Background: an optimization exercise with open tools, aiming at small area. Do not read the settings as production practice.
The RTL was checked by simulation tests, not by an equivalence proof against the original design.
Power figures rest on the tool's default switching activity, not on a simulated workload.

==> flow/design.v <==
`default_nettype none
package mlacc_isa_pkg;
    typedef logic [127:0] inst_t;
    typedef logic [14-1:0] len_t;
    typedef logic [32-1:0] word_t;
    typedef logic [8-1:0] pc_t;
    typedef logic [31-1:0] enc_addr_t;
    typedef enum logic [3:0] {
        funct_nop   = 4'd0,
        funct_raddi = 4'd1,
        funct_vslt  = 4'd2,
        funct_vsub  = 4'd3,
        funct_vadd  = 4'd4,
        funct_vmul  = 4'd5,
        funct_vact0 = 4'd6,
        funct_vact1 = 4'd7,
        funct_vact2 = 4'd8,
        funct_vsslt = 4'd10,
        funct_loop  = 4'd13
    } funct_e;
    typedef enum logic [4:0] {
        reg_x_load  = 5'd2,
        reg_y_load  = 5'd3,
        reg_z_store = 5'd4
    } reg_idx_e;
    localparam int funct_hi = 127;
    localparam int funct_lo = 124;
    localparam int len_hi = 123;
    localparam int len_lo = 110;
    localparam int x_flag_bit = 95;
    localparam int y_flag_bit = 63;
    localparam int z_flag_bit = 31;
    localparam int x_base_lo = 64;
    localparam int y_base_lo = 32;
    localparam int z_base_lo = 0;
    localparam int imm_lo = 64;
    localparam int reg_idx_lo = 32;
    localparam int loop_end_lo = 64;
    localparam int loop_count_lo = 32;
    function automatic word_t base_addr(enc_addr_t field);
        base_addr = {field, 1'b0};
    endfunction
endpackage
`default_nettype wire
`default_nettype none
package mlacc_ctrl_pkg;
    typedef logic [1:0] lane_mask_t;
    typedef struct packed {
        logic [3:0]              funct;
        logic                    we;
        lane_mask_t              lane_mask;
        logic [32-1:0] addr_z;
        logic                    z_flag;
        logic [4:0]              reg_idx;
        logic [32-1:0] imm;
    } step_t;
    typedef struct packed {
        logic [3:0]            funct;
        lane_mask_t            lane_mask;
    } issue_op_t;
    typedef struct packed {
        logic [32-1:0] x_load;
        logic [32-1:0] y_load;
        logic [32-1:0] z_store;
    } offsets_t;
endpackage
`default_nettype wire
`timescale 1ns/1ps
`default_nettype none
module mlacc_ctrl (
    input  logic                      in_clk,
    input  logic                      in_reset,
    input  mlacc_isa_pkg::inst_t      in_inst,
    output mlacc_isa_pkg::pc_t        out_pc,
    output mlacc_isa_pkg::word_t      out_addr_x,
    output mlacc_isa_pkg::word_t      out_addr_y,
    output logic                      out_x_sel,
    output logic                      out_y_sel,
    output mlacc_ctrl_pkg::issue_op_t out_op,
    output logic                      out_we,
    output mlacc_isa_pkg::word_t      out_addr_z
);
    logic [7:0]  fetch_pc;
    logic [7:0]  loop_begin;
    logic [7:0]  loop_end;
    logic [31:0] loop_n;
    logic        loop_on;
    logic [7:0]  pc_inc;
    logic        should_jump;
    logic        loop_load;
    logic        fetch_advance;
    logic [3:0]  funct;
    logic [13:0] len;
    logic [31:1] cur_x;
    logic [31:1] cur_y;
    logic [31:1] cur_z;
    logic        x_flag;
    logic        y_flag;
    logic        z_flag;
    logic        x_sel;
    logic        y_sel;
    logic [3:0]  in_funct;
    logic [13:0] in_len;
    logic        inst_done;
    logic        in_short;
    assign in_funct = in_inst[127:124];
    assign in_len = in_inst[123:110];
    assign inst_done = (len[13:2] == '0);
    assign in_short = (in_funct == 4'd1) || (in_funct == 4'd13) || (in_len[13:2] == '0);
    assign fetch_advance = (inst_done && in_short) || (len[13:2] == 12'd1);
    assign loop_load = inst_done && (in_funct == 4'd13);
    assign pc_inc = fetch_pc + 8'd1;
    assign should_jump = loop_on && (loop_n != '0) && (fetch_pc == loop_end);
    assign out_pc = should_jump ? loop_begin : pc_inc;
    always_ff @(posedge in_clk) begin
        if (in_reset) begin
            fetch_pc <= '0;
        end else if (fetch_advance) begin
            fetch_pc <= out_pc;
        end
    end
    always_ff @(posedge in_clk) begin
        if (in_reset) begin
            loop_on <= 1'b0;
        end else if (loop_load) begin
            loop_on <= 1'b1;
        end
    end
    always_ff @(posedge in_clk) begin
        if (loop_load) begin
            loop_begin <= pc_inc;
            loop_end <= in_inst[71:64];
            loop_n <= in_inst[63:32];
        end else if (fetch_advance && should_jump) begin
            loop_n <= loop_n - 32'd1;
        end
    end
    always_ff @(posedge in_clk) begin
        if (in_reset) begin
            funct <= 4'd0;
            len <= 14'd4;
        end else if (inst_done) begin
            funct <= in_funct;
            len <= in_len;
        end else begin
            len <= len - 14'd4;
        end
    end
    always_ff @(posedge in_clk) begin
        if (inst_done) begin
            cur_x <= in_inst[94:64];
            cur_y <= in_inst[62:32];
            cur_z <= in_inst[30:0];
            x_sel <= in_inst[94];
            y_sel <= in_inst[62];
            x_flag <= in_inst[95];
            y_flag <= in_inst[63];
            z_flag <= in_inst[31];
        end else begin
            cur_x[31:4] <= cur_x[31:4] + 28'd1;
            if (funct != 4'd10) begin
                cur_y[31:4] <= cur_y[31:4] + 28'd1;
            end
            cur_z[31:4] <= cur_z[31:4] + 28'd1;
        end
    end
    logic [31:0] off_x;
    logic [31:0] off_y;
    logic [31:0] off_z;
    logic        off_x_on;
    logic        off_y_on;
    logic        off_z_on;
    assign out_addr_x = {cur_x, 1'b0} + ((x_flag && off_x_on) ? off_x : 32'd0);
    assign out_addr_y = {cur_y, 1'b0} + ((y_flag && off_y_on) ? off_y : 32'd0);
    assign out_x_sel = x_sel;
    assign out_y_sel = y_sel;
    logic [1:0]  s_lane;
    logic [31:0] s_pay;
    always_comb begin
        if (funct == 4'd1) begin
            case (cur_y[5:1])
                5'd2: s_lane = 2'd1;
                5'd3: s_lane = 2'd2;
                5'd4: s_lane = 2'd3;
                default: s_lane = 2'd0;
            endcase
            s_pay = {x_flag, cur_x};
        end else begin
            s_lane = inst_done ? len[1:0] : 2'd3;
            s_pay = {cur_z, z_flag};
        end
    end
    logic [3:0]  e_funct [3];
    logic [1:0]  e_lane [3];
    logic [31:0] e_pay [3];
    always_ff @(posedge in_clk) begin
        if (in_reset) begin
            e_funct[0] <= 4'd0;
            e_funct[1] <= 4'd0;
            e_funct[2] <= 4'd0;
        end else begin
            e_funct[0] <= funct;
            e_funct[1] <= e_funct[0];
            e_funct[2] <= e_funct[1];
        end
    end
    always_ff @(posedge in_clk) begin
        e_lane[0] <= s_lane;
        e_lane[1] <= e_lane[0];
        e_lane[2] <= e_lane[1];
        e_pay[0] <= s_pay;
        e_pay[1] <= e_pay[0];
        e_pay[2] <= e_pay[1];
    end
    assign out_op = {e_funct[2], e_lane[2]};
    logic [3:0]  ef;
    logic        e_raddi;
    logic        e_vec;
    logic        sel_x;
    logic        sel_y;
    logic        sel_z;
    logic [31:0] e_opa;
    logic [31:0] e_opb;
    logic [31:0] e_sum;
    assign ef = e_funct[2];
    assign e_raddi = (ef == 4'd1);
    assign e_vec = !((ef == 4'd0) || (ef == 4'd1) || (ef == 4'd13));
    assign sel_x = e_raddi && (e_lane[2] == 2'd1) && off_x_on;
    assign sel_y = e_raddi && (e_lane[2] == 2'd2) && off_y_on;
    assign sel_z = (e_raddi ? (e_lane[2] == 2'd3) : e_pay[2][0]) && off_z_on;
    assign e_opa = ({32{sel_x}} & off_x) | ({32{sel_y}} & off_y) | ({32{sel_z}} & off_z);
    assign e_opb = {e_pay[2][31:1], e_pay[2][0] && e_raddi};
    assign e_sum = e_opa + e_opb;
    always_ff @(posedge in_clk) begin
        if (in_reset) begin
            off_x_on <= 1'b0;
            off_y_on <= 1'b0;
            off_z_on <= 1'b0;
        end else if (e_raddi) begin
            if (e_lane[2] == 2'd1) off_x_on <= 1'b1;
            if (e_lane[2] == 2'd2) off_y_on <= 1'b1;
            if (e_lane[2] == 2'd3) off_z_on <= 1'b1;
        end
    end
    always_ff @(posedge in_clk) begin
        if (e_raddi) begin
            if (e_lane[2] == 2'd1) off_x <= e_sum;
            if (e_lane[2] == 2'd2) off_y <= e_sum;
            if (e_lane[2] == 2'd3) off_z <= e_sum;
        end
    end
    logic        w_we [4];
    logic [31:0] w_addr [4];
    always_ff @(posedge in_clk) begin
        if (in_reset) begin
            w_we[0] <= 1'b0;
            w_we[1] <= 1'b0;
            w_we[2] <= 1'b0;
            w_we[3] <= 1'b0;
        end else begin
            w_we[0] <= e_vec;
            w_we[1] <= w_we[0];
            w_we[2] <= w_we[1];
            w_we[3] <= w_we[2];
        end
    end
    always_ff @(posedge in_clk) begin
        w_addr[0] <= e_sum;
        w_addr[1] <= w_addr[0];
        w_addr[2] <= w_addr[1];
        w_addr[3] <= w_addr[2];
    end
    assign out_we = w_we[3];
    assign out_addr_z = w_addr[3];
endmodule
`default_nettype wire
export LEC_CHECK = 0
export CAP_MARGIN = 20
export CORE_MARGIN = 2
export CORE_UTILIZATION = 40
export SLEW_MARGIN = 20
create_clock -name core_clock -period 6.5 [get_ports {in_clk}]
standard.sh (not shown) runs the stock make flow with config.mk's settings and CLKGATE_MAP_FILE= SYNTH_SCRIPT=/design/flow/synth_recipe.tcl, a recipe that flattens the netlist after the stock synthesis.
==> flow/flow/run.sh <==
#!/bin/bash
# The standard ORFS layout, with two changes: the port buffers are buf_1 cells
# instead of the resizer's pick, and clock tree synthesis adds no dummy loads
# and builds the tree from clkbuf_8 cells in clusters of up to 12 sinks.
set -euo pipefail
export BUFFER_PORTS_ARGS="-buffer_cell sky130_fd_sc_hd__buf_1"
export CTS_ARGS="-sink_clustering_enable -repair_clock_nets -dont_use_dummy_load -buf_list sky130_fd_sc_hd__clkbuf_8 -sink_clustering_size 12 -sink_clustering_max_diameter 50"
bash standard.sh > standard.log 2>&1
Change:
==> flow/run.sh (new file) <==
#!/bin/bash
# synth_recipe.tcl (not shown) runs the flow's synth.tcl, then flattens the netlist and writes it again
# the make line also repeats each setting of config.mk as NAME=value (left out here)
make -C /OpenROAD-flow-scripts/flow DESIGN_CONFIG=/design/flow/config.mk WORK_HOME=/design/flow/orfs CLKGATE_MAP_FILE= SYNTH_SCRIPT=/design/flow/synth_recipe.tcl finish
removed: flow/flow/run.sh
removed: flow/standard.sh
After rerunning:
- The new run produced a clean layout
- register-to-register slack gains 140 ps
- global-route usage is about the same
- non-clock buffer count came out higher by 3
- cell count came out higher by 1.4%
- clock-buffer cell count came out higher by 13
- total power came out higher by about 18%
Change:
==> flow/flow/run.sh (new file) <==
#!/bin/bash
# The standard ORFS layout, with two changes: the port buffers are buf_1 cells
# instead of the resizer's pick, and clock tree synthesis adds no dummy loads
# and builds the tree from clkbuf_4 cells.
set -euo pipefail
export BUFFER_PORTS_ARGS="-buffer_cell sky130_fd_sc_hd__buf_1"
export CTS_ARGS="-sink_clustering_enable -repair_clock_nets -dont_use_dummy_load -buf_list sky130_fd_sc_hd__clkbuf_4"
bash standard.sh > standard.log 2>&1
==> flow/standard.sh (new file) <==
#!/bin/bash
# synth_recipe.tcl (not shown) runs the flow's synth.tcl, then flattens the netlist and writes it again
# the make line also repeats each setting of config.mk as NAME=value (left out here)
make -C /OpenROAD-flow-scripts/flow DESIGN_CONFIG=/design/flow/config.mk WORK_HOME=/design/flow/orfs CLKGATE_MAP_FILE= SYNTH_SCRIPT=/design/flow/synth_recipe.tcl "${@:-finish}"
removed: flow/run.sh
Effect: The new run went through all stages and came out clean. Worst setup slack gains 100 ps. First-iteration DRC count went down by 2.2%. Sequential cell count stays the same. Clock power went down by 35%. Register-to-register slack loses 30 ps. Worst hold slack loses 44 ps.

==> separate check: timing with driven ports <==
Ports are ideal in the flow. The routed layouts listed here were re-timed in OpenROAD.
Step 1: set_driving_cell puts a clkbuf_16 on in_clk and a buf_2 on each other input, an assumption about the parent block.
Step 2, shift: input delay + t, output delay - t, t = (earliest + latest rising clock arrival at the registers) / 2. This alone moves slack from input paths to output paths.
a / b / c = ideal / step 1 / step 2; a / b = the first two.
run | t (ns) | slack for setup (ns) | hold slack, ns | slew at the worst register clock pin (ns) | worst slew at a driven data input, ns
the first run | 0.703 | 0.526 / 0.475 / 1.178 | 0.260 / 0.260 / 0.260 | 0.09 / 0.09 | 0.05
the second run | 0.665 | 0.402 / 0.344 / 1.009 | 0.302 / 0.302 / 0.302 | 0.07 / 0.07 | 0.05
the third run | 0.954 | 0.503 / 0.452 / 1.406 | 0.258 / 0.258 / 0.258 | 0.07 / 0.07 | 0.05
After both steps every run listed still meets setup and hold.
